This is an optimization exercise on Yosys and OpenROAD, whose aim is small area, not a production implementation. The RTL was checked by simulation tests, not by an equivalence proof against the original design. Power is estimated from default activity; no workload was simulated.

--- flow/constraint.sdc ---
create_clock -name core_clock -period 12.0 [get_ports {CLK}]
set_input_delay 2.4000 -clock core_clock [delete_from_list [all_inputs] [get_ports {CLK}]]
set_output_delay 2.4000 -clock core_clock [all_outputs]
set_load 0.01 [all_outputs]
--- flow/config.mk ---
export PLATFORM = sky130hd
export DESIGN_NAME = dmem_host_port
export DESIGN_NICKNAME = dmem_host_port
export VERILOG_FILES = /design/flow/design.v
export SDC_FILE = /design/flow/constraint.sdc
export NUM_CORES = 4
export LEC_CHECK = 0
export CAP_MARGIN = 20
export CORE_MARGIN = 2
export CORE_UTILIZATION = 50
export PLACE_DENSITY = 0.6
export SLEW_MARGIN = 20
export SYNTH_HIERARCHICAL = 1
export SYNTH_MINIMUM_KEEP_SIZE = 0
--- flow/design.v ---
module dhp_wcell (input logic we, input logic wen, input logic wd, input logic q,
                  output logic d);
  assign d = (we & wd) | (wen & q);
endmodule
module dhp_rsel3 (input logic s0, input logic d0, input logic s1, input logic d1,
                  input logic s2, input logic d2, output logic y);
  assign y = ~((s0 & d0) | (s1 & d1) | (s2 & d2));
endmodule
module dhp_nand2 (input logic a, input logic b, output logic y);
  assign y = ~(a & b);
endmodule
module dhp_nor2 (input logic a, input logic b, output logic y);
  assign y = ~(a | b);
endmodule
module dhp_inv (input logic a, output logic y);
  assign y = ~a;
endmodule
module dhp_rdbit (input logic [255:0] sel, input logic [255:0] d, output logic y);
  logic [85:0] t;    
  for (genvar k = 0; k < 85; k++) begin : g_t
    dhp_rsel3 u_t (.s0(sel[3*k]), .d0(d[3*k]), .s1(sel[3*k+1]), .d1(d[3*k+1]),
                   .s2(sel[3*k+2]), .d2(d[3*k+2]), .y(t[k]));
  end
  dhp_nand2 u_t85 (.a(sel[255]), .b(d[255]), .y(t[85]));
  assign y = ~(&t);
endmodule
module dmem_host_port #(
  parameter int DEPTH      = 256,
  parameter int MAX_CYCLES = 7000
) (
  input  logic        CLK,
  input  logic        RSTN,
  input  logic [15:0] dmem_addr,
  input  logic [15:0] dmem_wdata,
  input  logic        dmem_write,
  output logic [15:0] dmem_rdata,
  input  logic        load_req,
  input  logic        dump_req,
  input  logic        run_req,
  input  logic        halt_req,
  input  logic        host_wvalid,
  input  logic [15:0] host_wdata,
  output logic        host_wready,
  output logic        host_rvalid,
  output logic [15:0] host_rdata,
  input  logic        host_rready,
  output logic        start,
  output logic        stop,
  output logic [1:0]  state,
  output logic        err
);
  localparam logic [1:0] S_IDLE = 2'd0, S_LOAD = 2'd1, S_RUN = 2'd2, S_DUMP = 2'd3;
  logic [1:0]  state_q, state_d;
  logic        start_q, stop_q, err_q;
  logic [12:0] c_q, c_d;
  logic        s_idle, s_load, s_run, s_dump;
  assign s_idle = (state_q == S_IDLE);
  assign s_load = (state_q == S_LOAD);
  assign s_run  = (state_q == S_RUN);
  assign s_dump = (state_q == S_DUMP);
  logic in_range;
  assign in_range = (dmem_addr[15:8] == 8'd0);
  logic last;       
  assign last = &c_q[7:0];
  logic wd_hit;     
  assign wd_hit = (c_q == 13'(MAX_CYCLES - 1));
  logic h_step;     
  assign h_step = (s_load & host_wvalid) | (s_dump & host_rready);
  always_comb begin
    state_d = state_q;
    unique case (state_q)
      S_IDLE: begin
        if (load_req)      state_d = S_LOAD;
        else if (dump_req) state_d = S_DUMP;
        else if (run_req)  state_d = S_RUN;
      end
      S_RUN:   if (halt_req || wd_hit) state_d = S_IDLE;
      default: if (h_step && last) state_d = S_IDLE;
    endcase
  end
  assign c_d = s_idle ? 13'd0 : (c_q + 13'((s_run | h_step) ? 1 : 0));
  always_ff @(posedge CLK or negedge RSTN) begin
    if (!RSTN) begin
      state_q <= S_IDLE;
      start_q <= 1'b0;
      stop_q  <= 1'b0;
      err_q   <= 1'b0;
    end else begin
      state_q <= state_d;
      start_q <= s_idle & ~load_req & ~dump_req & run_req;
      stop_q  <= s_run & (halt_req | wd_hit);
      err_q   <= err_q | (s_run & dmem_write & ~in_range);
    end
  end
  always_ff @(posedge CLK) c_q <= c_d;
  logic [7:0]  addr;
  logic [15:0] wdata;
  logic        we;
  assign addr  = s_run ? dmem_addr[7:0] : c_q[7:0];
  assign wdata = s_run ? dmem_wdata : host_wdata;
  assign we    = s_run ? (dmem_write & in_range) : (s_load & host_wvalid);
  logic [15:0] hi_n, hiw_n, lo_n;
  always_comb begin
    for (int i = 0; i < 16; i++) begin
      hi_n[i]  = ~(addr[7:4] == 4'(i));
      hiw_n[i] = ~((addr[7:4] == 4'(i)) & we);
      lo_n[i]  = ~(addr[3:0] == 4'(i));
    end
  end
  logic [255:0]  rsel, wsel, wsel_n;
  logic [4095:0] mem_q, mem_d;    
  for (genvar i = 0; i < 256; i++) begin : g_word
    dhp_nor2 u_rsel (.a(hi_n[i/16]),  .b(lo_n[i%16]), .y(rsel[i]));
    dhp_nor2 u_wsel (.a(hiw_n[i/16]), .b(lo_n[i%16]), .y(wsel[i]));
    dhp_inv  u_wseln (.a(wsel[i]), .y(wsel_n[i]));
    for (genvar b = 0; b < 16; b++) begin : g_bit
      dhp_wcell u_w (.we(wsel[i]), .wen(wsel_n[i]), .wd(wdata[b]), .q(mem_q[16*i+b]),
                     .d(mem_d[16*i+b]));
    end
  end
  always_ff @(posedge CLK) mem_q <= mem_d;
  logic [15:0] rd;
  for (genvar b = 0; b < 16; b++) begin : g_rd
    logic [255:0] col;
    for (genvar i = 0; i < 256; i++) begin : g_col
      assign col[i] = mem_q[16*i+b];
    end
    dhp_rdbit u_rd (.sel(rsel), .d(col), .y(rd[b]));
  end
  assign dmem_rdata  = in_range ? rd : 16'h0000;
  assign host_rdata  = rd;
  assign host_wready = s_load;
  assign host_rvalid = s_dump;
  assign start       = start_q;
  assign stop        = stop_q;
  assign state       = state_q;
  assign err         = err_q;
endmodule
--- flow/run.sh ---
#!/bin/bash
# synth_recipe.tcl (not shown) runs the flow's synth.tcl, then flattens the netlist and writes it again
# the make line also repeats each setting of config.mk as NAME=value (left out here)
make -C /OpenROAD-flow-scripts/flow DESIGN_CONFIG=/design/flow/config.mk WORK_HOME=/design/flow/orfs CLKGATE_MAP_FILE= SYNTH_SCRIPT=/design/flow/synth_recipe.tcl finish
==> results of run 1 <==
-- cell usage in the layout (no fill, tap or decap), types with 4 or more instances in the layout --
| cell | Yosys | routed |
|---|---|---|
| a22o_1 | 4096 | 4096 |
| inv_1 | 263 | 263 |
| a21oi_1 | 8 | 8 |
| and3_1 | 11 | 11 |
| or3_1 | 7 | 7 |
| nand3_1 | 8 | 8 |
| a222oi_1 | 1360 | 1360 |
| clkinv_4 | 0 | 4 |
| clkbuf_1 | 4 | 88 |
| diode_2 | 0 | 18 |
| nor2_2 | 1 | 103 |
| and3_2 | 6 | 6 |
| nand2_4 | 0 | 24 |
| nor4_2 | 1 | 26 |
| clkinv_2 | 0 | 70 |
| nor4_1 | 67 | 42 |
| xnor2_1 | 7 | 7 |
| clkinv_8 | 0 | 5 |
| dfrtp_1 | 5 | 5 |
| buf_8 | 0 | 4 |
| nand3b_1 | 11 | 11 |
| nand2_2 | 1 | 20 |
| buf_6 | 1 | 5 |
| buf_4 | 0 | 551 |
| clkdlybuf4s50_1 | 0 | 94 |
| dfxtp_1 | 4109 | 4109 |
| clkinvlp_4 | 0 | 11 |
| buf_12 | 0 | 13 |
| o21ai_0 | 8 | 8 |
| nor2_1 | 526 | 424 |
| nand2_1 | 140 | 96 |
| clkbuf_16 | 0 | 424 |
| or4_1 | 32 | 32 |
| clkbuf_8 | 2 | 111 |
| bufinv_16 | 0 | 22 |
| inv_6 | 0 | 6 |
| nand4_1 | 352 | 352 |
-- report_power, final --
group	switching (mW)	leakage, nW	internal (mW)	total (mW)
clock	5.49	6.80	7.62	13.1
sequential	0.529	33.2	14.6	15.1
combinational	2.64	21.6	1.17	3.81
-- worst max-delay path, stage by stage --
cell and delay, ps:
clkdlybuf4s50_1 620, or3_1 190, nand2_1 160, nand2_1 880
buf_4 350, nor2_1 50, buf_4 210, a222oi_1 470
nand4_1 590, nor4_2 740, buf_4 280, nand4_1 450
or4_1 830, and3_1 210, clkdlybuf4s50_1 470
-- cells in the mapped netlist (3+ instances only) --
library cell  count
dfxtp_1        4109
a22o_1         4096
a222oi_1       1360
nor2_1          526
nand4_1         352
inv_1           263
nand2_1         140
nor4_1           67
or4_1            32
and3_1           11
nand3b_1         11
a21oi_1           8
nand3_1           8
o21ai_0           8
or3_1             7
xnor2_1           7
and3_2            6
buf_2             5
dfrtp_1           5
clkbuf_1          4
a211oi_2          3
nand2b_1          3
nor4_4            3
o31ai_1           3
-- metrics by stage --
stage                     std cells  hold WS [ps]
final                         16188           468
after global routing          16186           476
after CTS                     16162           471
after detailed placement      15420           451
after global placement        15409           450
after floorplan               11068           438
-- modules after synthesis (local to each module, per instance) --
module          cells inside  flip-flops and latches
dhp_nor2                   1                       0
dhp_rdbit                 29                       0
dmem_host_port          4364                    4114
dhp_inv                    1                       0
dhp_rsel3                  1                       0
dhp_wcell                  1                       0
dhp_nand2                  1                       0
-- final timing paths --
check	startpoint	endpoint	slack [ps]	cells past startpoint
worst max register to register	state_q[1]	mem_q[3525]	7020	9
max in group asynchronous	RSTN	err_q	9840	1
worst min register to register	mem_q[3820]	mem_q[3820]	470	1
worst min-delay path	mem_q[3820]	mem_q[3820]	470	1
min in group asynchronous	RSTN	start_q	1790	1
worst max-delay path	dmem_addr[5]	dmem_rdata[9]	660	15
-- metal layers --
metal	track usage, %	vias to the layer above	routed length [um]
met5	0	-	176
met4	19.3	26	31900
met3	7.71	1207	59800
met2	53.6	7901	236000
met1	51.2	59927	225000
li1	-	50415	-
-- final cells by class --
| type | count | area (um^2) | area share (%) |
|---|---|---|---|
| Inverter | 263 | 987 | 0.603 |
| Antenna cell | 18 | 45.0 | 0.0275 |
| Timing Repair Buffer | 668 | 5460 | 3.34 |
| Clock inverter | 119 | 1280 | 0.784 |
| Multi-Input combinational cell | 6678 | 56400 | 34.4 |
| Clock buffer | 623 | 12500 | 7.62 |
| Tap cell | 3705 | 4640 | 2.83 |
| Sequential cell | 4114 | 82400 | 50.4 |
-- sequential cells by signal, indices dropped and copies added (netlist names) --
signal and cells:
mem_q 4096, stop_q 1, err_q 1, c_q 13, start_q 1, state_q 2
-- kinds of logic after synthesis --
kind of cell	after synthesis	share of synthesized area, %
compound gates	5486	35.7
xor+xnor	9	0.0567
fa+ha+maj	2	0.0180
buf+inv	276	0.769
flops	4114	59.2
mux	1	0.00719
simple gates	1180	4.22
==> impl_metrics.env, run 1 <==
export IMPL_outcome="finished clean"
export IMPL_numCtsBuffers=411
export IMPL_ys_seq_elements=4114
export IMPL_holdBufCountCts=0
export IMPL_yosysTopAreaCellShare_pct=59.1
export IMPL_fin_crit_sh_pct=94.5
export IMPL_drive_gt1_share_pct=11.4
export IMPL_worstSkewPairLatency_ps=970
export IMPL_crit_arrival_ps=8940
export IMPL_nFillCells=22363
export IMPL_die_h_um=532
export IMPL_antenna_found_initial=29
export IMPL_drtIter0Drc=21378
export IMPL_grt_max_degree=159
export IMPL_setup_slack_ps=662
export IMPL_worstPathMaxFanout=16
export IMPL_yosysSeqAreaShare_pct=59.2
export IMPL_hp_class="reg2reg"
export IMPL_synth_warnings=7
export IMPL_synth_net_count=11127
export IMPL_place_hpwl_um=340000
export IMPL_wirelength_um=553000
export IMPL_clk_pin_slew_worst_paths_ps=60
export IMPL_cts_tree="yes"
export IMPL_cap_violations=0
export IMPL_avgRoutedWirePerCell_um=34.1
export IMPL_cp_required_ps=9600
export IMPL_final_util_pct=59.1
export IMPL_finalCriticalPeriod_ps=11340
export IMPL_ys_flop_type="dfxtp_1"
export IMPL_track_usage_pct=36.8
export IMPL_finalSetupViolCount=0
export IMPL_num_vias=119476
export IMPL_rsz0062_at_grt="false"
export IMPL_fin_skew_ps=27.5
export IMPL_viasPerCell=7.38
export IMPL_fin_setup_tns_ps=0
export IMPL_grt_pass1_wl_um=796000
export IMPL_dieArea_mm2=0.283
export IMPL_slew_violations=0
export IMPL_relSlewSlack_pct=11.1
export IMPL_place_area_mm2=0.150
export IMPL_gr_total_overflow=0
export IMPL_areaGrowthSynthToFinish_pct=17.6
export IMPL_design_area_mm2=0.164
export IMPL_cts_resized=0
export IMPL_globalplace_congestion=0.992
export IMPL_coreArea_mm2=0.277
export IMPL_io_pins=96
export IMPL_ir_drop_mv=0.125
export IMPL_synth_edf_count=0
export IMPL_synth_cell_type_count=49
export IMPL_netlist_area_mm2=0.139
export IMPL_leakagePower_nw=61.6
export IMPL_nNetsFinal=12195
export IMPL_grt_pass1_vias=112543
export IMPL_synth_area_leaders="dfxtp_1, a22o_1, a222oi_1, nand4_1, nor2_1"
export IMPL_drc_errors=0
export IMPL_syn_area_per_cell_um2=12.6
export IMPL_start_util_pct=50.3
export IMPL_power_total_mw=32.0
export IMPL_num_rows=193
export IMPL_cts_setup_buffers=0
export IMPL_power_per_cell_area_mw_per_mm2=196
export IMPL_first_pass_iters=13
export IMPL_yosysTopAreaCell="dfxtp_1"
export IMPL_clk_path_buf_depth=4
export IMPL_h_tree_depth=5
export IMPL_tightest_slew_ps=1330
export IMPL_root_buffer="clkbuf_16"
export IMPL_setup_worst_path_class="in2out"
export IMPL_place_ws_ps=437
export IMPL_finalHoldViolations=0
export IMPL_async_flop_share_pct=0.122
export IMPL_cp_end_kind="output pin"
export IMPL_ant_nets=0
export IMPL_portBuffers=95
export IMPL_clkSinkCount=4114
export IMPL_synthCells=11068
export IMPL_worst_setup_path_start_kind="primary input"
export IMPL_die_x_um=532
export IMPL_fmax_ghz=0.0882
==> inputs of run 2 (changes only) <==
==> flow/flow/run.sh (new file) <==
#!/bin/bash
# Own flow: the standard layout (standard.sh, unchanged synthesis), with
#  - a clock tree of clkbuf_16 with sink clusters of up to 30 flip-flops within
#    70 um, buffers every 80 um on the upper tree, and no dummy loads,
#  - port buffers of the smallest buffer (every port still gets one).
set -euo pipefail
here=$(pwd)
bash standard.sh \
  "CTS_ARGS=-sink_clustering_enable -repair_clock_nets -dont_use_dummy_load -root_buf sky130_fd_sc_hd__clkbuf_16 -tree_buf sky130_fd_sc_hd__clkbuf_16 -buf_list sky130_fd_sc_hd__clkbuf_16 -sink_clustering_size 30 -sink_clustering_max_diameter 70 -distance_between_buffers 80" \
  "BUFFER_PORTS_ARGS=-buffer_cell sky130_fd_sc_hd__buf_1" \
  finish > "$here/standard_flow.log" 2>&1
==> flow/standard.sh (new file) <==
#!/bin/bash
# synth_recipe.tcl (not shown) runs the flow's synth.tcl, then flattens the netlist and writes it again
# the make line also repeats each setting of config.mk as NAME=value (left out here)
make -C /OpenROAD-flow-scripts/flow DESIGN_CONFIG=/design/flow/config.mk WORK_HOME=/design/flow/orfs CLKGATE_MAP_FILE= SYNTH_SCRIPT=/design/flow/synth_recipe.tcl "${@:-finish}"
--- a/flow/config.mk
+++ b/flow/config.mk
@@ -5,10 +5,10 @@
 export SDC_FILE = /design/flow/constraint.sdc
 export NUM_CORES = 4
 export LEC_CHECK = 0
-export CAP_MARGIN = 20
+export CAP_MARGIN = 10
 export CORE_MARGIN = 2
 export CORE_UTILIZATION = 50
 export PLACE_DENSITY = 0.6
-export SLEW_MARGIN = 20
+export SLEW_MARGIN = 10
 export SYNTH_HIERARCHICAL = 1
 export SYNTH_MINIMUM_KEEP_SIZE = 0
removed: flow/run.sh
==> impl_metrics.env, run 2 <==
export IMPL_fin_crit_sh_pct=94.0
export IMPL_first_pass_iters=13
export IMPL_numCtsBuffers=208
export IMPL_final_seq_area_mm2=0.0824
export IMPL_crit_arrival_ps=8880
export IMPL_p_sw_share_pct=28.9
export IMPL_fin_cells=15658
export IMPL_power_total_mw=26.3
export IMPL_finalHoldViolations=0
export IMPL_largest_reg_flops=4096
export IMPL_hp_start="mem_q[3333]"
export IMPL_use_met1_pct=50.9
export IMPL_grt_util_met3_pct=6.68
export IMPL_synth_cell_type_count=49
export IMPL_num_rows=193
export IMPL_multi_input_area_mm2=0.0561
export IMPL_synth_net_count=11127
export IMPL_r2r_end="mem_q[547]"
export IMPL_setup_worst_path_class="in2out"
export IMPL_top_usage_layer="met2"
export IMPL_die_x_um=532
export IMPL_gr_total_overflow=0
export IMPL_grt_pass1_wl_um=779000
export IMPL_p_seq_share_pct=57.4
export IMPL_netlist_area_mm2=0.139
export IMPL_root_buffer="clkbuf_16"
export IMPL_p_switching_mw=7.60
export IMPL_cts_resized=0
export IMPL_coreArea_mm2=0.277
export IMPL_wirelength_um=540000
export IMPL_relSlewSlack_pct=6.04
export IMPL_yosysSeqAreaShare_pct=59.2
export IMPL_holdBufCountCts=0
export IMPL_worstSkewPairLatency_ps=1200
export IMPL_avgRoutedWirePerCell_um=34.5
export IMPL_nFillCells=23270
export IMPL_cts_tree="yes"
export IMPL_cp_end_kind="output pin"
export IMPL_cts_setup_buffers=0
export IMPL_dieArea_mm2=0.283
export IMPL_clk_path_buf_depth=7
export IMPL_reg2reg_depth=9
export IMPL_tightest_slew_ps=1410
export IMPL_yosysTopAreaCell="dfxtp_1"
export IMPL_worstPathMaxFanout=16
export IMPL_finalCriticalPeriod_ps=11280
export IMPL_clkSinkCount=4114
export IMPL_io_pins=96
export IMPL_worstHoldPathCells=1
export IMPL_track_usage_pct=35.9
export IMPL_viasPerCell=7.51
export IMPL_grt_max_degree=150
export IMPL_grt_met2_usage_pct=52.8
export IMPL_mostFrequentLayoutCell="dfxtp_1"
export IMPL_die_h_um=532
export IMPL_grt_pass1_vias=109325
export IMPL_place_hpwl_um=336000
export IMPL_fin_hold_ws_ps=473
export IMPL_leakagePower_nw=57.1
export IMPL_globalplace_congestion=0.938
export IMPL_synth_edf_count=0
export IMPL_yosysTopAreaCellShare_pct=59.1
export IMPL_drc_errors=0
export IMPL_internal_power_mw=18.7
export IMPL_ys_seq_elements=4114
export IMPL_ant_nets=0
export IMPL_hp_class="reg2reg"
export IMPL_ys_flop_type="dfxtp_1"
export IMPL_rr_startpoint="state_q[1]"
export IMPL_rsz0062_at_grt="false"
export IMPL_setup_slack_ps=725
export IMPL_nNetsFinal=12002
export IMPL_fin_skew_ps=69.6
export IMPL_ir_drop_mv=0.141
export IMPL_cap_violations=0
export IMPL_start_util_pct=50.3
export IMPL_worst_setup_path_start_kind="primary input"
export IMPL_fmax_ghz=0.0887
export IMPL_min_to="mem_q[3333]"
export IMPL_synth_warnings=7
export IMPL_synth_most_common_cell="dfxtp_1"
export IMPL_syn_area_per_cell_um2=12.6
export IMPL_areaGrowthSynthToFinish_pct=10.9
export IMPL_place_inst=15426
export IMPL_drtIter0Drc=21958
export IMPL_antenna_found_initial=32
export IMPL_power_frac_clock_pct=28.3
export IMPL_place_ws_ps=1030
export IMPL_max_flop_register="mem_q"
export IMPL_drive_gt1_share_pct=7.60
export IMPL_outcome="finished clean"
export IMPL_clk_pin_slew_worst_paths_ps=70
export IMPL_synth_area_leaders="dfxtp_1, a22o_1, a222oi_1, nand4_1, nor2_1"
export IMPL_rrSetupSlack_ps=6720
export IMPL_netlist_top_cells_count="dfxtp_1, a22o_1, a222oi_1"
export IMPL_h_tree_depth=4
export IMPL_portBuffers=95
export IMPL_synthCells=11068
export IMPL_power_per_cell_area_mw_per_mm2=170
export IMPL_reg_largest_list="mem_q (4096), c_q (13), state_q (2)"
export IMPL_fin_setup_tns_ps=0
export IMPL_cp_required_ps=9600
export IMPL_slew_violations=0
export IMPL_async_flop_share_pct=0.122
export IMPL_finalSetupViolCount=0
export IMPL_p_comb_share_pct=14.2
export IMPL_num_vias=117533
export IMPL_layout_common_cells="dfxtp_1, a22o_1, a222oi_1, buf_4, nor2_1"
[run 2: worst max-delay path by stage]
stage	depth (start not counted)	slack (ps)	startpoint	to
4_1_cts	14	1010	dmem_addr[5]	dmem_rdata[8]
5_1_grt	14	860	dmem_addr[5]	dmem_rdata[8]
6_report	14	720	dmem_addr[5]	dmem_rdata[8]
3_5_place_dp	14	1030	dmem_addr[5]	dmem_rdata[8]
3_3_place_gp	14	1100	dmem_addr[5]	dmem_rdata[8]
2_1_floorplan	9	4270	dmem_addr[3]	dmem_rdata[0]
[run 2: cell families after synthesis]
group	share of synthesized area (%)
AOI/OAI and AO/OA	35.7
DFF	59.2
and+or+nand+nor	4.22
buffers and inverters	0.769
xor gates and xnor gates	0.0567
adders and majority gates	0.0180
muxes	0.00719
[run 2: layout make-up]
type                    instances  area share [%]
flip-flops and latches       4114            53.4
multi-input cells            6678            36.4
clock buffers                 208            3.37
repair buffers                678            3.19
well taps                    3705            3.00
inverters                     263           0.640
diodes                         12          0.0195
[run 2: stage by stage]
stage / utilization [%] / area (um^2)
3_3_place_gp: 53.8 / 149000
6_report: 55.8 / 154000
4_1_cts: 55.7 / 154000
5_1_grt: 55.7 / 154000
2_1_floorplan: - / 139000
3_5_place_dp: 53.8 / 149000
[run 2: power by group through the flow]
stage	clock, mW	combinational, mW	sequential, mW
3_3_place_gp	0	3.54	15.4
2_1_floorplan	0	1.68	15.2
3_5_place_dp	0	3.61	15.4
4_1_cts	7.53	3.61	15.1
5_1_grt	7.98	3.78	15.2
6_report	7.45	3.74	15.1
[run 2: layer usage]
metal  vias to the layer above  part of all wire, %
li1                      49661                    -
met1                     59297                   41
met2                      7550                   43
met3                      1007                   11
met4                        18                  5.2
met5                         -                0.021
[run 2: per-module statistics from Yosys (local to each module, per instance)]
module | area [um^2] | flops+latches | cells
dhp_rsel3 | 10.0 | 0 | 1
dmem_host_port | 83800 | 4114 | 4364
dhp_inv | 3.75 | 0 | 1
dhp_wcell | 8.76 | 0 | 1
dhp_nand2 | 3.75 | 0 | 1
dhp_rdbit | 181 | 0 | 29
dhp_nor2 | 3.75 | 0 | 1
[run 2: critical path, cell delays in order]
cell and delay (ps):
buf_1 270, inv_1 100, a21oi_1 250, a21oi_1 170
nand2_1 1080, nor2_1 640, a222oi_1 1100, nand4_1 460
nor4_1 520, buf_4 260, nand4_1 410, or4_1 830
and3_1 210, buf_1 130
==> inputs of run 3 (changes only) <==
--- a/flow/config.mk
+++ b/flow/config.mk
@@ -5,10 +5,10 @@
 export SDC_FILE = /design/flow/constraint.sdc
 export NUM_CORES = 4
 export LEC_CHECK = 0
-export CAP_MARGIN = 10
+export CAP_MARGIN = 20
 export CORE_MARGIN = 2
 export CORE_UTILIZATION = 50
 export PLACE_DENSITY = 0.6
-export SLEW_MARGIN = 10
+export SLEW_MARGIN = 20
 export SYNTH_HIERARCHICAL = 1
 export SYNTH_MINIMUM_KEEP_SIZE = 0
==> impl_metrics.env, run 3 <==
export IMPL_fin_skew_ps=77.7
export IMPL_fin_crit_sh_pct=91.2
export IMPL_setup_slack_ps=1060
export IMPL_place_hpwl_um=337000
export IMPL_coreArea_mm2=0.277
export IMPL_top_layer_used="met5"
export IMPL_die_x_um=532
export IMPL_syn_area_per_cell_um2=12.6
export IMPL_portBuffers=95
export IMPL_finalSetupViolCount=0
export IMPL_p_comb_share_pct=14.3
export IMPL_max_flop_register="mem_q"
export IMPL_synth_most_common_cell="dfxtp_1"
export IMPL_nNetsFinal=11991
export IMPL_route_met2_wl_um=231000
export IMPL_clk_pin_slew_worst_paths_ps=50
export IMPL_layout_common_cells="dfxtp_1, a22o_1, a222oi_1, buf_4, nor2_1"
export IMPL_dieArea_mm2=0.283
export IMPL_finalHoldViolations=0
export IMPL_root_buffer="clkbuf_16"
export IMPL_worstPathMaxFanout=16
export IMPL_synth_edf_count=0
export IMPL_p_seq_share_pct=57.6
export IMPL_synthMuxAreaShare_pct=0.00719
export IMPL_power_frac_clock_pct=28.1
export IMPL_wl_met1_um=223000
export IMPL_design_area_mm2=0.154
export IMPL_io_pins=96
export IMPL_cap_violations=0
export IMPL_synth_compound_area_share_pct=35.7
export IMPL_die_h_um=532
export IMPL_hp_class="reg2reg"
export IMPL_track_usage_pct=35.9
export IMPL_mostFrequentLayoutCell="dfxtp_1"
export IMPL_rsz0062_at_grt="false"
export IMPL_synth_xor_area_share_pct=0.0566
export IMPL_holdBufCountCts=0
export IMPL_synth_top_family_by_area="compound AO/OA/AOI/OAI gates"
export IMPL_p_switching_mw=7.59
export IMPL_yosysSeqAreaShare_pct=59.2
export IMPL_num_vias=117728
export IMPL_wirelength_um=540000
export IMPL_ys_flop_type="dfxtp_1"
export IMPL_yosysTopAreaCellShare_pct=59.1
export IMPL_grt_pass1_vias=109443
export IMPL_cts_resized=0
export IMPL_worst_setup_path_start_kind="primary input"
export IMPL_outcome="finished clean"
export IMPL_synth_area_leaders="dfxtp_1, a22o_1, a222oi_1, nand4_1, nor2_1"
export IMPL_viasPerCell=7.52
export IMPL_setup_worst_path_class="in2out"
export IMPL_netlist_area_mm2=0.139
export IMPL_cp_required_ps=9600
export IMPL_slew_violations=0
export IMPL_ant_nets=0
export IMPL_synthAdderAreaFrac_pct=0.0180
export IMPL_cts_tree="yes"
export IMPL_place_ws_ps=1380
export IMPL_synth_simple_area_share_pct=4.22
export IMPL_drc_errors=0
export IMPL_grt_pass1_wl_um=778000
export IMPL_relSlewSlack_pct=13.5
export IMPL_worstSkewPairLatency_ps=1200
export IMPL_avgRoutedWirePerCell_um=34.5
export IMPL_fmax_ghz=0.0914
export IMPL_met3_length_um=57400
export IMPL_cp_end_kind="output pin"
export IMPL_reg_largest_list="mem_q (4096), c_q (13), state_q (2)"
export IMPL_gr_total_overflow=0
export IMPL_numCtsBuffers=204
export IMPL_globalplace_congestion=0.938
export IMPL_antenna_found_initial=26
export IMPL_synth_cell_type_count=49
export IMPL_start_util_pct=50.3
export IMPL_synth_net_count=11127
export IMPL_async_flop_share_pct=0.122
export IMPL_ir_drop_mv=0.151
export IMPL_grt_max_degree=150
export IMPL_finalCriticalPeriod_ps=10940
export IMPL_yosysTopAreaCell="dfxtp_1"
export IMPL_first_pass_iters=14
export IMPL_drive_gt1_share_pct=8.11
export IMPL_clkSinkCount=4114
export IMPL_ys_seq_elements=4114
export IMPL_fin_setup_tns_ps=0
export IMPL_netlist_top_cells_count="dfxtp_1, a22o_1, a222oi_1"
export IMPL_h_tree_depth=4
export IMPL_clk_path_buf_depth=7
export IMPL_power_per_cell_area_mw_per_mm2=170
export IMPL_crit_arrival_ps=8540
export IMPL_cts_setup_buffers=0
export IMPL_synthCells=11068
export IMPL_synth_warnings=7
export IMPL_p_sw_share_pct=28.9
export IMPL_drtIter0Drc=21139
export IMPL_place_area_mm2=0.149
export IMPL_areaGrowthSynthToFinish_pct=10.9
export IMPL_num_rows=193
export IMPL_tightest_slew_ps=1300
export IMPL_internal_power_mw=18.7
export IMPL_leakagePower_nw=57.0
export IMPL_largest_reg_flops=4096
[run 3: cell type report]
class | instances | area (um^2)
fillers | 23108 | 122000
inverters | 263 | 987
diodes | 14 | 35.0
repair buffers | 671 | 4850
well taps | 3705 | 4640
clock buffers | 204 | 5100
multi-input cells | 6678 | 56300
flip-flops and latches | 4114 | 82400
[run 3: cell families (layout without fill, tap and decap cells)]
family | after synthesis | count (layout)
other cells | 0 | 14
compound gates | 5486 | 5486
mux | 1 | 1
xor+xnor | 9 | 9
simple gates | 1180 | 1180
buf+inv | 276 | 1138
flops | 4114 | 4114
fa+ha+maj | 2 | 2
[run 3: Yosys stat by module (local to each module, per instance)]
module	copies in the design	area, um^2	flops+latches
dhp_rdbit	16	181	0
dhp_rsel3	1360	10.0	0
dhp_wcell	4096	8.76	0
dhp_nand2	16	3.75	0
dhp_inv	256	3.75	0
dhp_nor2	512	3.75	0
dmem_host_port	1	83800	4114
[run 3: critical path: stages]
cell and delay, ps:
buf_1 260, inv_1 100, a21oi_1 230, a21oi_1 190, nand2_1 830, nor2_1 500
a222oi_1 740, nand4_1 520, nor4_2 950, nand4_1 610, or4_1 840, and3_1 210
buf_1 130
[run 3: per-stage QoR]
stage	cells	util, %	hold WS (ps)	total power, mW
2_1_floorplan	11068	-	438	16.9
3_3_place_gp	15421	53.8	447	18.9
3_5_place_dp	15427	53.8	451	19.0
4_1_cts	15631	55.7	472	26.2
5_1_grt	15637	55.8	482	26.9
6_report	15649	55.8	469	26.2
[run 3: power by group through the flow]
stage	registers (mW)	clock network [mW]	logic (mW)
2_1_floorplan	15.2	0	1.68
3_3_place_gp	15.4	0	3.54
3_5_place_dp	15.4	0	3.63
4_1_cts	15.1	7.45	3.63
5_1_grt	15.2	7.91	3.80
6_report	15.1	7.38	3.77
[run 3: worst paths after layout]
kind | start | cells past startpoint | to | slack [ps]
max | dmem_addr[5] | 13 | dmem_rdata[9] | 1060
min reg2reg | mem_q[3333] | 1 | mem_q[3333] | 470
max reg2reg | state_q[1] | 10 | mem_q[813] | 7150
min in group asynchronous | RSTN | 1 | start_q | 1230
max in group asynchronous | RSTN | 1 | err_q | 10350
min | mem_q[3333] | 1 | mem_q[3333] | 470
[run 3: routing by layer]
layer	global-route usage, %	vias up
met5	0	-
met2	52.6	7574
li1	-	49637
met4	16.5	14
met3	6.55	1066
met1	51.0	59437
==> inputs of run 4 (changes only) <==
--- a/flow/design.v
+++ b/flow/design.v
@@ -1,28 +1,26 @@
-module dhp_wcell (input logic we, input logic wen, input logic wd, input logic q,
-                  output logic d);
+module dhp_wcell16 (input logic [15:0] we, input logic [15:0] wen, input logic [15:0] wd,
+                    input logic [15:0] q, output logic [15:0] d);
   assign d = (we & wd) | (wen & q);
 endmodule
-module dhp_rsel3 (input logic s0, input logic d0, input logic s1, input logic d1,
-                  input logic s2, input logic d2, output logic y);
+module dhp_rsel3x16 (input logic [15:0] s0, input logic [15:0] d0, input logic [15:0] s1,
+                     input logic [15:0] d1, input logic [15:0] s2, input logic [15:0] d2,
+                     output logic [15:0] y);
   assign y = ~((s0 & d0) | (s1 & d1) | (s2 & d2));
 endmodule
-module dhp_nand2 (input logic a, input logic b, output logic y);
+module dhp_rsel1x16 (input logic [15:0] s, input logic [15:0] d, output logic [15:0] y);
+  assign y = ~(s & d);
+endmodule
+module dhp_rtree (input logic [85:0] t, output logic y);
+  assign y = ~(&t);
+endmodule
+module dhp_and2x256 (input logic [255:0] a, input logic [255:0] b, output logic [255:0] y);
+  assign y = a & b;
+endmodule
+module dhp_nand2x256 (input logic [255:0] a, input logic [255:0] b, output logic [255:0] y);
   assign y = ~(a & b);
 endmodule
-module dhp_nor2 (input logic a, input logic b, output logic y);
-  assign y = ~(a | b);
-endmodule
-module dhp_inv (input logic a, output logic y);
+module dhp_invx256 (input logic [255:0] a, output logic [255:0] y);
   assign y = ~a;
-endmodule
-module dhp_rdbit (input logic [255:0] sel, input logic [255:0] d, output logic y);
-  logic [85:0] t;    
-  for (genvar k = 0; k < 85; k++) begin : g_t
-    dhp_rsel3 u_t (.s0(sel[3*k]), .d0(d[3*k]), .s1(sel[3*k+1]), .d1(d[3*k+1]),
-                   .s2(sel[3*k+2]), .d2(d[3*k+2]), .y(t[k]));
-  end
-  dhp_nand2 u_t85 (.a(sel[255]), .b(d[255]), .y(t[85]));
-  assign y = ~(&t);
 endmodule
 module dmem_host_port #(
   parameter int DEPTH      = 256,
@@ -99,33 +97,44 @@
   assign addr  = s_run ? dmem_addr[7:0] : c_q[7:0];
   assign wdata = s_run ? dmem_wdata : host_wdata;
   assign we    = s_run ? (dmem_write & in_range) : (s_load & host_wvalid);
-  logic [15:0] hi_n, hiw_n, lo_n;
+  logic [15:0] hi, hiw, lo;
   always_comb begin
     for (int i = 0; i < 16; i++) begin
-      hi_n[i]  = ~(addr[7:4] == 4'(i));
-      hiw_n[i] = ~((addr[7:4] == 4'(i)) & we);
-      lo_n[i]  = ~(addr[3:0] == 4'(i));
+      hi[i]  = (addr[7:4] == 4'(i));
+      hiw[i] = (addr[7:4] == 4'(i)) & we;
+      lo[i]  = (addr[3:0] == 4'(i));
     end
   end
+  logic [255:0]  hi_w, hiw_w, lo_w;
   logic [255:0]  rsel, wsel, wsel_n;
   logic [4095:0] mem_q, mem_d;    
+  for (genvar i = 0; i < 256; i++) begin : g_fan
+    assign hi_w[i]  = hi[i/16];
+    assign hiw_w[i] = hiw[i/16];
+    assign lo_w[i]  = lo[i%16];
+  end
+  dhp_and2x256  u_rsel  (.a(hi_w),  .b(lo_w), .y(rsel));
+  dhp_nand2x256 u_wseln (.a(hiw_w), .b(lo_w), .y(wsel_n));
+  dhp_invx256   u_wsel  (.a(wsel_n), .y(wsel));
   for (genvar i = 0; i < 256; i++) begin : g_word
-    dhp_nor2 u_rsel (.a(hi_n[i/16]),  .b(lo_n[i%16]), .y(rsel[i]));
-    dhp_nor2 u_wsel (.a(hiw_n[i/16]), .b(lo_n[i%16]), .y(wsel[i]));
-    dhp_inv  u_wseln (.a(wsel[i]), .y(wsel_n[i]));
-    for (genvar b = 0; b < 16; b++) begin : g_bit
-      dhp_wcell u_w (.we(wsel[i]), .wen(wsel_n[i]), .wd(wdata[b]), .q(mem_q[16*i+b]),
-                     .d(mem_d[16*i+b]));
-    end
+    dhp_wcell16 u_w (.we({16{wsel[i]}}), .wen({16{wsel_n[i]}}), .wd(wdata),
+                     .q(mem_q[16*i +: 16]), .d(mem_d[16*i +: 16]));
   end
   always_ff @(posedge CLK) mem_q <= mem_d;
+  logic [15:0] t [86];
+  for (genvar k = 0; k < 85; k++) begin : g_t
+    dhp_rsel3x16 u_t (.s0({16{rsel[3*k]}}),   .d0(mem_q[16*(3*k)   +: 16]),
+                      .s1({16{rsel[3*k+1]}}), .d1(mem_q[16*(3*k+1) +: 16]),
+                      .s2({16{rsel[3*k+2]}}), .d2(mem_q[16*(3*k+2) +: 16]), .y(t[k]));
+  end
+  dhp_rsel1x16 u_t85 (.s({16{rsel[255]}}), .d(mem_q[16*255 +: 16]), .y(t[85]));
   logic [15:0] rd;
   for (genvar b = 0; b < 16; b++) begin : g_rd
-    logic [255:0] col;
-    for (genvar i = 0; i < 256; i++) begin : g_col
-      assign col[i] = mem_q[16*i+b];
+    logic [85:0] tb_;
+    for (genvar k = 0; k < 86; k++) begin : g_k
+      assign tb_[k] = t[k][b];
     end
-    dhp_rdbit u_rd (.sel(rsel), .d(col), .y(rd[b]));
+    dhp_rtree u_rd (.t(tb_), .y(rd[b]));
   end
   assign dmem_rdata  = in_range ? rd : 16'h0000;
   assign host_rdata  = rd;
==> impl_metrics.env, run 4 <==
export IMPL_synth_cell_type_count=42
export IMPL_critPathMaxStageDelay_ps=1190
export IMPL_netlist_top_cells_count="dfxtp_1, a22o_1, a222oi_1"
export IMPL_h_tree_depth=4
export IMPL_yosysTopAreaCell="dfxtp_1"
export IMPL_largest_reg_flops=4096
export IMPL_clk_pin_slew_worst_paths_ps=40
export IMPL_place_area_mm2=0.147
export IMPL_finalSetupViolCount=0
export IMPL_fin_skew_ps=53.2
export IMPL_antenna_found_initial=39
export IMPL_drtIter0Drc=21484
export IMPL_fmax_ghz=0.0891
export IMPL_num_rows=193
export IMPL_synthCells=11065
export IMPL_tightest_slew_ps=1340
export IMPL_hp_class="reg2reg"
export IMPL_gr_total_overflow=0
export IMPL_design_area_mm2=0.152
export IMPL_relSlewSlack_pct=9.92
export IMPL_synth_most_common_cell="dfxtp_1"
export IMPL_max_flop_register="mem_q"
export IMPL_crit_arrival_ps=8830
export IMPL_root_buffer="clkbuf_16"
export IMPL_power_per_cell_area_mw_per_mm2=177
export IMPL_crit_family="simple AND/OR/NAND/NOR gates"
export IMPL_synth_edf_count=0
export IMPL_leakagePower_nw=58.0
export IMPL_nFillCells=23198
export IMPL_cp_end_kind="output pin"
export IMPL_drc_errors=0
export IMPL_setup_worst_path_class="in2out"
export IMPL_fin_setup_tns_ps=0
export IMPL_avgRoutedWirePerCell_um=35.6
export IMPL_numCtsBuffers=205
export IMPL_fin_crit_sh_pct=93.6
export IMPL_first_pass_iters=11
export IMPL_worst_setup_path_start_kind="primary input"
export IMPL_clkSinkCount=4114
export IMPL_layout_common_cells="dfxtp_1, a22o_1, a222oi_1, nand4_1, nand2_1"
export IMPL_holdBufCountCts=0
export IMPL_synth_warnings=8
export IMPL_mostFrequentLayoutCell="dfxtp_1"
export IMPL_grt_pass1_wl_um=779000
export IMPL_wirelength_um=542000
export IMPL_slew_violations=0
export IMPL_reg_largest_list="mem_q (4096), c_q (13), state_q (2)"
export IMPL_yosysTopAreaCellShare_pct=58.9
export IMPL_ys_seq_elements=4114
export IMPL_track_usage_pct=36.0
export IMPL_worstSkewPairLatency_ps=1210
export IMPL_globalplace_congestion=0.969
export IMPL_rsz0062_at_grt="false"
export IMPL_final_util_pct=54.7
export IMPL_outcome="finished clean"
export IMPL_async_flop_share_pct=0.122
export IMPL_die_x_um=532
export IMPL_worstPathMaxFanout=16
export IMPL_areaGrowthSynthToFinish_pct=8.72
export IMPL_crit_chain="buf_1 > nor3b_1 > a31oi_1 > nor2_4 > buf_4 > and2_1 > a222oi_1 > nand4_1 > nor4_1 > nand4_1 > or4_1 > and2_1 > buf_1"
export IMPL_drive_gt1_share_pct=4.01
export IMPL_finalCriticalPeriod_ps=11230
export IMPL_synth_net_count=11124
export IMPL_ys_flop_type="dfxtp_1"
export IMPL_coreArea_mm2=0.277
export IMPL_io_pins=96
export IMPL_start_util_pct=50.4
export IMPL_cp_required_ps=9600
export IMPL_die_h_um=532
export IMPL_nNetsFinal=11572
export IMPL_crit_path_top_delay_cell="nor4_1"
export IMPL_ant_nets=0
export IMPL_viasPerCell=7.70
export IMPL_place_hpwl_um=338000
export IMPL_portBuffers=95
export IMPL_grt_pass1_vias=107948
export IMPL_clk_path_buf_depth=7
export IMPL_ir_drop_mv=0.121
export IMPL_finalHoldViolations=0
export IMPL_cap_violations=0
export IMPL_dieArea_mm2=0.283
export IMPL_syn_area_per_cell_um2=12.6
export IMPL_cts_tree="yes"
export IMPL_grt_max_degree=143
export IMPL_cts_resized=0
export IMPL_cts_setup_buffers=0
export IMPL_netlist_area_mm2=0.140
export IMPL_yosysSeqAreaShare_pct=59.0
export IMPL_critPathBufInv=3
export IMPL_synth_area_leaders="dfxtp_1, a22o_1, a222oi_1, nand4_1, and2_1"
export IMPL_num_vias=117367
[run 4: cell types whose count changed after synthesis, sizes merged, moves of 6 or more]
cell / change
nand3b: -9
or3: -7
and3: -15
nor3: +6
a31oi: +13
a21oi: -7
nand2: +202
and2: +274
nor3b: +6
nor2: -455
[run 4: through the flow]
stage          worst slack, ps  hold slack, ps  total power [mW]  cells
4_1_cts                   1290             470              26.8  15215
3_5_place_dp              1290             452              19.6  15010
6_report                   773             466              26.9  15251
5_1_grt                    992             482              27.6  15236
2_1_floorplan             4380             438              17.7  11065
3_3_place_gp              1070             450              19.5  15010
[run 4: modules after synthesis (local to each module, per instance)]
| module | flip-flops and latches | cells | area, um^2 | times used |
|---|---|---|---|---|
| dhp_rsel1x16 | 0 | 16 | 60.1 | 1 |
| dmem_host_port | 4114 | 4361 | 83600 | 1 |
| dhp_invx256 | 0 | 256 | 961 | 1 |
| dhp_wcell16 | 0 | 16 | 140 | 256 |
| dhp_and2x256 | 0 | 256 | 1600 | 1 |
| dhp_nand2x256 | 0 | 256 | 961 | 1 |
| dhp_rsel3x16 | 0 | 16 | 160 | 85 |
| dhp_rtree | 0 | 29 | 181 | 16 |
[run 4: logic make-up (layout without fill, tap and decap cells)]
logic type / Yosys count / count (layout) / synth area share (%)
DFF: 4114 / 4114 / 59.0
buffers and inverters: 279 / 725 / 0.761
other: 0 / 35 / 0
and+or+nand+nor: 1177 / 1177 / 4.57
adders and majority gates: 2 / 2 / 0.0179
AOI/OAI and AO/OA: 5483 / 5483 / 35.6
xor gates and xnor gates: 9 / 9 / 0.0565
muxes: 1 / 1 / 0.00717
[run 4: worst register-to-register path, stage by stage (launching register included)]
cell and delay (ps):
dfrtp_1 390, buf_4 250, nand2b_1 130, buf_4 380, a31oi_1 390, nand2b_1 400
nor2_2 570, buf_4 430, nand2_1 660, inv_1 750, a22o_1 240
[run 4: area by class of cell]
| type | instances | area (um^2) | area share [%] |
|---|---|---|---|
| repair buffers | 253 | 1740 | 1.15 |
| clock buffers | 205 | 5130 | 3.38 |
| well taps | 3705 | 4640 | 3.05 |
| multi-input cells | 6672 | 56800 | 37.4 |
| flip-flops and latches | 4114 | 82400 | 54.3 |
| inverters | 267 | 1000 | 0.660 |
| diodes | 35 | 87.6 | 0.0577 |
[run 4: where the power goes]
part / switching (mW) / internal, mW / leakage [nW] / total [mW]
sequential: 0.830 / 15.0 / 33.3 / 15.9
clock: 4.35 / 3.05 / 2.53 / 7.40
combinational: 2.33 / 1.27 / 22.3 / 3.60
total: 7.51 / 19.4 / 58.0 / 26.9
[run 4: path summary, 6_finish.rpt]
path / slack [ps] / end / startpoint / depth (start not counted)
setup reg to reg: 7340 / mem_q[3540] / state_q[0] / 10
hold / removal: 470 / mem_q[3105] / mem_q[3105] / 1
max in group asynchronous: 10650 / stop_q / RSTN / 1
setup / recovery: 770 / dmem_rdata[14] / dmem_addr[1] / 13
min in group asynchronous: 1080 / state_q[1] / RSTN / 1
hold reg to reg: 470 / mem_q[3105] / mem_q[3105] / 1
[run 4: per-layer routing]
metal / vias up / routed length, um / global-route usage (%)
li1: 48854 / - / -
met1: 59501 / 225000 / 51.5
met2: 7934 / 230000 / 52.0
met3: 1054 / 62500 / 8.52
met4: 24 / 24500 / 14.3
met5: - / 140 / 0
==> inputs of run 5 (changes only) <==
--- a/flow/config.mk
+++ b/flow/config.mk
@@ -7,8 +7,8 @@
 export LEC_CHECK = 0
 export CAP_MARGIN = 20
 export CORE_MARGIN = 2
-export CORE_UTILIZATION = 50
-export PLACE_DENSITY = 0.6
+export CORE_UTILIZATION = 70
+export PLACE_DENSITY = 0.8
 export SLEW_MARGIN = 20
 export SYNTH_HIERARCHICAL = 1
 export SYNTH_MINIMUM_KEEP_SIZE = 0
==> impl_metrics.env, run 5 <==
export IMPL_outcome="finished clean"
export IMPL_nFillCells=12997
export IMPL_coreArea_mm2=0.198
export IMPL_place_inst=13939
export IMPL_synth_most_common_cell="dfxtp_1"
export IMPL_cts_setup_buffers=0
export IMPL_dieArea_mm2=0.203
export IMPL_grt_pass1_wl_um=721000
export IMPL_cp_required_ps=9600
export IMPL_numCtsBuffers=185
export IMPL_start_util_pct=70.6
export IMPL_ys_seq_elements=4114
export IMPL_finalHoldViolations=0
export IMPL_synthCells=11065
export IMPL_clkSinkCount=4114
export IMPL_antenna_found_initial=48
export IMPL_crit_chain="buf_1 > nor3_1 > a31oi_1 > nor2_1 > buf_4 > and2_1 > a222oi_1 > nand4_1 > nor4_1 > buf_4 > nand4_1 > or4_1 > and2_1 > buf_1"
export IMPL_tightest_slew_ps=1240
export IMPL_worstPathMaxFanout=16
export IMPL_nNetsFinal=11546
export IMPL_io_pins=96
export IMPL_cap_violations=0
export IMPL_final_seq_area_mm2=0.0824
export IMPL_fin_hold_ws_ps=471
export IMPL_cp_end_kind="output pin"
export IMPL_drc_errors=0
export IMPL_viasPerCell=8.41
export IMPL_grt_max_degree=167
export IMPL_leakagePower_nw=57.7
export IMPL_crit_path_top_delay_cell="nor4_1"
export IMPL_setup_worst_path_class="in2out"
export IMPL_fin_crit_sh_pct=91.2
export IMPL_cts_tree="yes"
export IMPL_syn_area_per_cell_um2=12.6
export IMPL_portBuffers=95
export IMPL_worstSkewPairLatency_ps=1000
export IMPL_layout_common_cells="dfxtp_1, a22o_1, a222oi_1, nand4_1, nand2_1"
export IMPL_yosysSeqAreaShare_pct=59.0
export IMPL_num_rows=163
export IMPL_drive_gt1_share_pct=3.47
export IMPL_place_hpwl_um=304000
export IMPL_die_x_um=451
export IMPL_fin_skew_ps=58.0
export IMPL_relSlewSlack_pct=17.2
export IMPL_netlist_top_cells_count="dfxtp_1, a22o_1, a222oi_1"
export IMPL_async_flop_share_pct=0.122
export IMPL_worst_setup_path_start_kind="primary input"
export IMPL_yosysTopAreaCellShare_pct=58.9
export IMPL_drtIter0Drc=25378
export IMPL_place_area_mm2=0.145
export IMPL_critPathMaxStageDelay_ps=1030
export IMPL_yosysTopAreaCell="dfxtp_1"
export IMPL_fin_setup_tns_ps=0
export IMPL_die_h_um=451
export IMPL_avgRoutedWirePerCell_um=34.6
export IMPL_multi_input_area_mm2=0.0565
export IMPL_fin_cells=14149
export IMPL_max_flop_register="mem_q"
export IMPL_ir_drop_mv=0.151
export IMPL_finalCriticalPeriod_ps=10940
export IMPL_power_total_mw=26.4
export IMPL_ys_flop_type="dfxtp_1"
export IMPL_globalplace_congestion=0.982
export IMPL_first_pass_iters=15
export IMPL_synth_edf_count=0
export IMPL_place_ws_ps=1400
export IMPL_netlist_area_mm2=0.140
export IMPL_slew_violations=0
export IMPL_synth_cell_type_count=42
export IMPL_cts_resized=0
export IMPL_fmax_ghz=0.0914
export IMPL_grt_pass1_vias=109758
export IMPL_clk_path_buf_depth=6
export IMPL_largest_reg_flops=4096
export IMPL_critPathBufInv=4
export IMPL_synth_warnings=8
export IMPL_num_vias=119035
export IMPL_finalSetupViolCount=0
export IMPL_track_usage_pct=45.5
export IMPL_ant_nets=0
export IMPL_root_buffer="clkbuf_16"
export IMPL_setup_slack_ps=1060
export IMPL_hp_class="reg2reg"
export IMPL_final_util_pct=75.6
export IMPL_crit_arrival_ps=8540
export IMPL_h_tree_depth=4
export IMPL_crit_family="simple AND/OR/NAND/NOR gates"
export IMPL_gr_total_overflow=0
export IMPL_synth_area_leaders="dfxtp_1, a22o_1, a222oi_1, nand4_1, and2_1"
export IMPL_rsz0062_at_grt="false"
export IMPL_holdBufCountCts=0
export IMPL_design_area_mm2=0.150
export IMPL_wirelength_um=490000
export IMPL_synth_net_count=11124
export IMPL_power_per_cell_area_mw_per_mm2=176
export IMPL_clk_pin_slew_worst_paths_ps=60
export IMPL_areaGrowthSynthToFinish_pct=7.13
export IMPL_mostFrequentLayoutCell="dfxtp_1"
export IMPL_reg_largest_list="mem_q (4096), c_q (13), state_q (2)"
[run 5: logic make-up after synthesis]
kind of cell    count (synthesis)  share of synthesized area [%]
compound gates               5483                           35.6
xor+xnor                        9                         0.0565
mux                             1                        0.00717
fa+ha+maj                       2                         0.0179
flops                        4114                           59.0
simple gates                 1177                           4.57
buf+inv                       279                          0.761
[run 5: path summary, 6_finish.rpt]
| check | slack [ps] | depth (start not counted) | from | endpoint |
|---|---|---|---|---|
| worst max-delay path | 1060 | 14 | dmem_addr[6] | dmem_rdata[15] |
| worst min-delay path | 470 | 1 | mem_q[268] | mem_q[268] |
| worst max register to register | 6800 | 7 | state_q[0] | mem_q[1475] |
| worst min register to register | 470 | 1 | mem_q[268] | mem_q[268] |
| max in group asynchronous | 10160 | 1 | RSTN | state_q[1] |
| min in group asynchronous | 1400 | 1 | RSTN | err_q |
[run 5: where the power goes]
part           switching, mW  leakage [nW]  internal, mW
combinational           2.32          22.1          1.28
clock                   4.12          2.28          2.78
sequential             0.840          33.3          15.0
[run 5: per-module statistics from Yosys, one instance, submodules excluded]
module / cell area [um^2] / cells
dhp_rsel3x16: 160 / 16
dhp_and2x256: 1600 / 256
dhp_wcell16: 140 / 16
dmem_host_port: 83600 / 4361
dhp_nand2x256: 961 / 256
dhp_rsel1x16: 60.1 / 16
dhp_invx256: 961 / 256
dhp_rtree: 181 / 29
[run 5: routing by layer]
| metal | wire (um) | share of wire (%) | global-route usage, % | vias up |
|---|---|---|---|---|
| met4 | 31700 | 6.5 | 24.4 | 34 |
| met2 | 203000 | 41 | 64.3 | 10157 |
| met3 | 74500 | 15 | 13.0 | 1585 |
| li1 | - | - | - | 48782 |
| met1 | 181000 | 37 | 62.9 | 58477 |
| met5 | 199 | 0.041 | 0 | - |
[run 5: final cells by class]
| class | count | share of cell area [%] |
|---|---|---|
| multi-input cells | 6672 | 37.8 |
| flip-flops and latches | 4114 | 55.1 |
| well taps | 2640 | 2.21 |
| diodes | 24 | 0.0402 |
| clock buffers | 185 | 3.10 |
| repair buffers | 247 | 1.09 |
| inverters | 267 | 0.670 |
==> inputs of run 6 (changes only) <==
--- a/flow/config.mk
+++ b/flow/config.mk
@@ -7,8 +7,8 @@
 export LEC_CHECK = 0
 export CAP_MARGIN = 20
 export CORE_MARGIN = 2
-export CORE_UTILIZATION = 70
-export PLACE_DENSITY = 0.8
+export CORE_UTILIZATION = 80
+export PLACE_DENSITY = 0.88
 export SLEW_MARGIN = 20
 export SYNTH_HIERARCHICAL = 1
 export SYNTH_MINIMUM_KEEP_SIZE = 0
==> impl_metrics.env, run 6 <==
export IMPL_leakagePower_nw=57.7
export IMPL_final_util_pct=85.9
export IMPL_slew_violations=0
export IMPL_clkSinkCount=4114
export IMPL_root_buffer="clkbuf_16"
export IMPL_grt_pass1_wl_um=745000
export IMPL_nNetsFinal=11544
export IMPL_crit_path_top_delay_cell="nor4_2"
export IMPL_place_hpwl_um=306000
export IMPL_critPathBufInv=3
export IMPL_finalHoldViolations=0
export IMPL_synth_net_count=11124
export IMPL_async_flop_share_pct=0.122
export IMPL_rsz0062_at_grt="false"
export IMPL_fin_skew_ps=81.5
export IMPL_num_rows=153
export IMPL_synth_cell_type_count=42
export IMPL_clk_path_buf_depth=6
export IMPL_synth_area_leaders="dfxtp_1, a22o_1, a222oi_1, nand4_1, and2_1"
export IMPL_ant_nets=0
export IMPL_power_frac_clock_pct=25.7
export IMPL_crit_arrival_ps=9280
export IMPL_globalplace_congestion=1.05
export IMPL_synth_warnings=8
export IMPL_netlist_top_cells_count="dfxtp_1, a22o_1, a222oi_1"
export IMPL_first_pass_iters=17
export IMPL_synthCells=11065
export IMPL_finalSetupViolCount=0
export IMPL_fin_crit_sh_pct=97.3
export IMPL_power_per_cell_area_mw_per_mm2=177
export IMPL_die_x_um=422
export IMPL_tightest_slew_ps=1390
export IMPL_cts_tree="yes"
export IMPL_ir_drop_mv=0.222
export IMPL_worstPathMaxFanout=17
export IMPL_worst_setup_path_start_kind="primary input"
export IMPL_syn_area_per_cell_um2=12.6
export IMPL_yosysTopAreaCell="dfxtp_1"
export IMPL_synth_edf_count=0
export IMPL_largest_reg_flops=4096
export IMPL_track_usage_pct=53.5
export IMPL_layout_common_cells="dfxtp_1, a22o_1, a222oi_1, nand4_1, nand2_1"
export IMPL_antenna_found_initial=48
export IMPL_netlist_area_mm2=0.140
export IMPL_drc_errors=0
export IMPL_finalCriticalPeriod_ps=11680
export IMPL_holdBufCountCts=0
export IMPL_io_pins=96
export IMPL_viasPerCell=8.94
export IMPL_cp_required_ps=9600
export IMPL_hp_class="reg2reg"
export IMPL_coreArea_mm2=0.174
export IMPL_cts_resized=0
export IMPL_portBuffers=95
export IMPL_start_util_pct=80.4
export IMPL_yosysSeqAreaShare_pct=59.0
export IMPL_yosysTopAreaCellShare_pct=58.9
export IMPL_die_h_um=422
export IMPL_p_seq_share_pct=60.3
export IMPL_relSlewSlack_pct=6.46
export IMPL_cap_violations=0
export IMPL_gr_total_overflow=0
export IMPL_areaGrowthSynthToFinish_pct=6.89
export IMPL_outcome="finished clean"
export IMPL_fin_setup_tns_ps=0
export IMPL_power_total_mw=26.4
export IMPL_wirelength_um=503000
export IMPL_grt_max_degree=170
export IMPL_cp_end_kind="output pin"
export IMPL_ys_seq_elements=4114
export IMPL_p_comb_share_pct=14.0
export IMPL_reg_largest_list="mem_q (4096), c_q (13), state_q (2)"
export IMPL_ys_flop_type="dfxtp_1"
export IMPL_critPathMaxStageDelay_ps=1000
export IMPL_setup_worst_path_class="in2out"
export IMPL_place_ws_ps=1390
export IMPL_internal_power_mw=19.0
export IMPL_crit_chain="buf_1 > nor3_1 > a31oi_1 > nor2_4 > buf_4 > and2_1 > a222oi_1 > nand4_1 > nor4_2 > nand4_1 > or4_1 > and2_1 > buf_1"
export IMPL_mostFrequentLayoutCell="dfxtp_1"
export IMPL_max_flop_register="mem_q"
export IMPL_p_switching_mw=7.41
export IMPL_cts_setup_buffers=0
export IMPL_numCtsBuffers=178
export IMPL_crit_family="simple AND/OR/NAND/NOR gates"
export IMPL_num_vias=123881
export IMPL_setup_slack_ps=318
export IMPL_fmax_ghz=0.0856
export IMPL_drive_gt1_share_pct=3.55
export IMPL_dieArea_mm2=0.178
export IMPL_drtIter0Drc=31486
export IMPL_grt_pass1_vias=114443
export IMPL_synth_most_common_cell="dfxtp_1"
export IMPL_worstSkewPairLatency_ps=1020
export IMPL_clk_pin_slew_worst_paths_ps=80
export IMPL_p_sw_share_pct=28.1
export IMPL_avgRoutedWirePerCell_um=36.3
export IMPL_h_tree_depth=4
[run 6: final timing paths]
check	from	end	slack, ps	depth (start not counted)
max	dmem_addr[2]	dmem_rdata[11]	320	13
min	mem_q[90]	mem_q[90]	480	1
max reg2reg	state_q[1]	mem_q[1649]	6700	11
min reg2reg	mem_q[90]	mem_q[90]	480	1
max in group asynchronous	RSTN	err_q	10520	1
min in group asynchronous	RSTN	state_q[0]	1260	1
[run 6: layout make-up]
class,instances,area [um^2]
well taps,2325,2910
multi-input cells,6672,56600
clock buffers,178,4450
diodes,48,120
inverters,267,1000
repair buffers,252,1720
flip-flops and latches,4114,82400
fillers,8756,24400
[run 6: kinds of logic (layout without fill, tap and decap cells)]
logic type / after synthesis / count (layout) / synth area share (%)
other: 0 / 48 / 0
buffers and inverters: 279 / 697 / 0.761
AO/OA/AOI/OAI: 5483 / 5483 / 35.6
AND/OR/NAND/NOR: 1177 / 1177 / 4.57
adder cells (fa/ha/maj): 2 / 2 / 0.0179
flip-flops: 4114 / 4114 / 59.0
XOR/XNOR: 9 / 9 / 0.0565
multiplexers: 1 / 1 / 0.00717
[run 6: per-module statistics from Yosys (local to each module, per instance), excerpt]
module	flip-flops and latches	cells inside
dhp_rsel3x16	0	16
dhp_and2x256	0	256
dhp_rtree	0	29
dhp_rsel1x16	0	16
dhp_invx256	0	256
dhp_nand2x256	0	256
dhp_wcell16	0	16
[run 6: power by group through the flow]
| stage | sequential (mW) | clock, mW | combinational, mW |
|---|---|---|---|
| 2_1_floorplan | 15.9 | 0 | 1.86 |
| 4_1_cts | 15.9 | 6.67 | 3.41 |
| 6_report | 15.9 | 6.79 | 3.69 |
| 3_3_place_gp | 16.1 | 0 | 3.22 |
| 3_5_place_dp | 16.1 | 0 | 3.38 |
| 5_1_grt | 16.0 | 7.13 | 3.68 |
[run 6: metrics by stage]
stage               instances  hold slack, ps  area [um^2]
floorplan               11065             438       140000
global placement        13620             450       144000
detailed placement      13627             451       145000
CTS                     13805             475       149000
global route            13819             488       149000
finish                  13856             476       149000
[run 6: routing by layer]
layer / wire, um / vias up / GRT usage, %
met4: 44400 / 34 / 36.3
li1: - / 48839 / -
met3: 88100 / 2755 / 18.0
met1: 168000 / 58940 / 70.6
met5: 297 / - / 0.672
met2: 203000 / 13313 / 74.2

-- separate check: timing with driven ports --
The flow's constraints put no driver on any port. The routed layouts listed below were extracted and timed again, unchanged, in two steps. Step 1: set_driving_cell puts a clkbuf_16 on CLK and a buf_2 on each other input, an assumption about the parent block. Step 2, shift: input delay + t, output delay - t, t = (earliest + latest rising clock arrival at the registers) / 2. This alone moves slack from input paths to output paths. Slacks: ideal / step 1 / step 2; pairs: ideal / step 1.
run | t, ns | slack for setup (ns) | worst hold slack (ns)
run 1 | 1.073 | 0.662 / 0.634 / 0.634 | 0.468 / 0.468 / 0.468
run 2 | 1.268 | 0.725 / 0.700 / 0.700 | 0.473 / 0.473 / 0.473
run 3 | 1.251 | 1.059 / 1.031 / 1.031 | 0.469 / 0.469 / 0.469
run 4 | 1.264 | 0.773 / 0.704 / 0.704 | 0.466 / 0.466 / 0.466
run 5 | 1.072 | 1.058 / 1.033 / 1.033 | 0.471 / 0.471 / 0.471
run 6 | 1.081 | 0.318 / 0.246 / 0.292 | 0.476 / 0.476 / 0.476
After both steps every run listed still meets setup and hold. The setup slack of run 4, which loses most, moves by -0.069 ns with the drivers and by -0.069 ns with both steps.
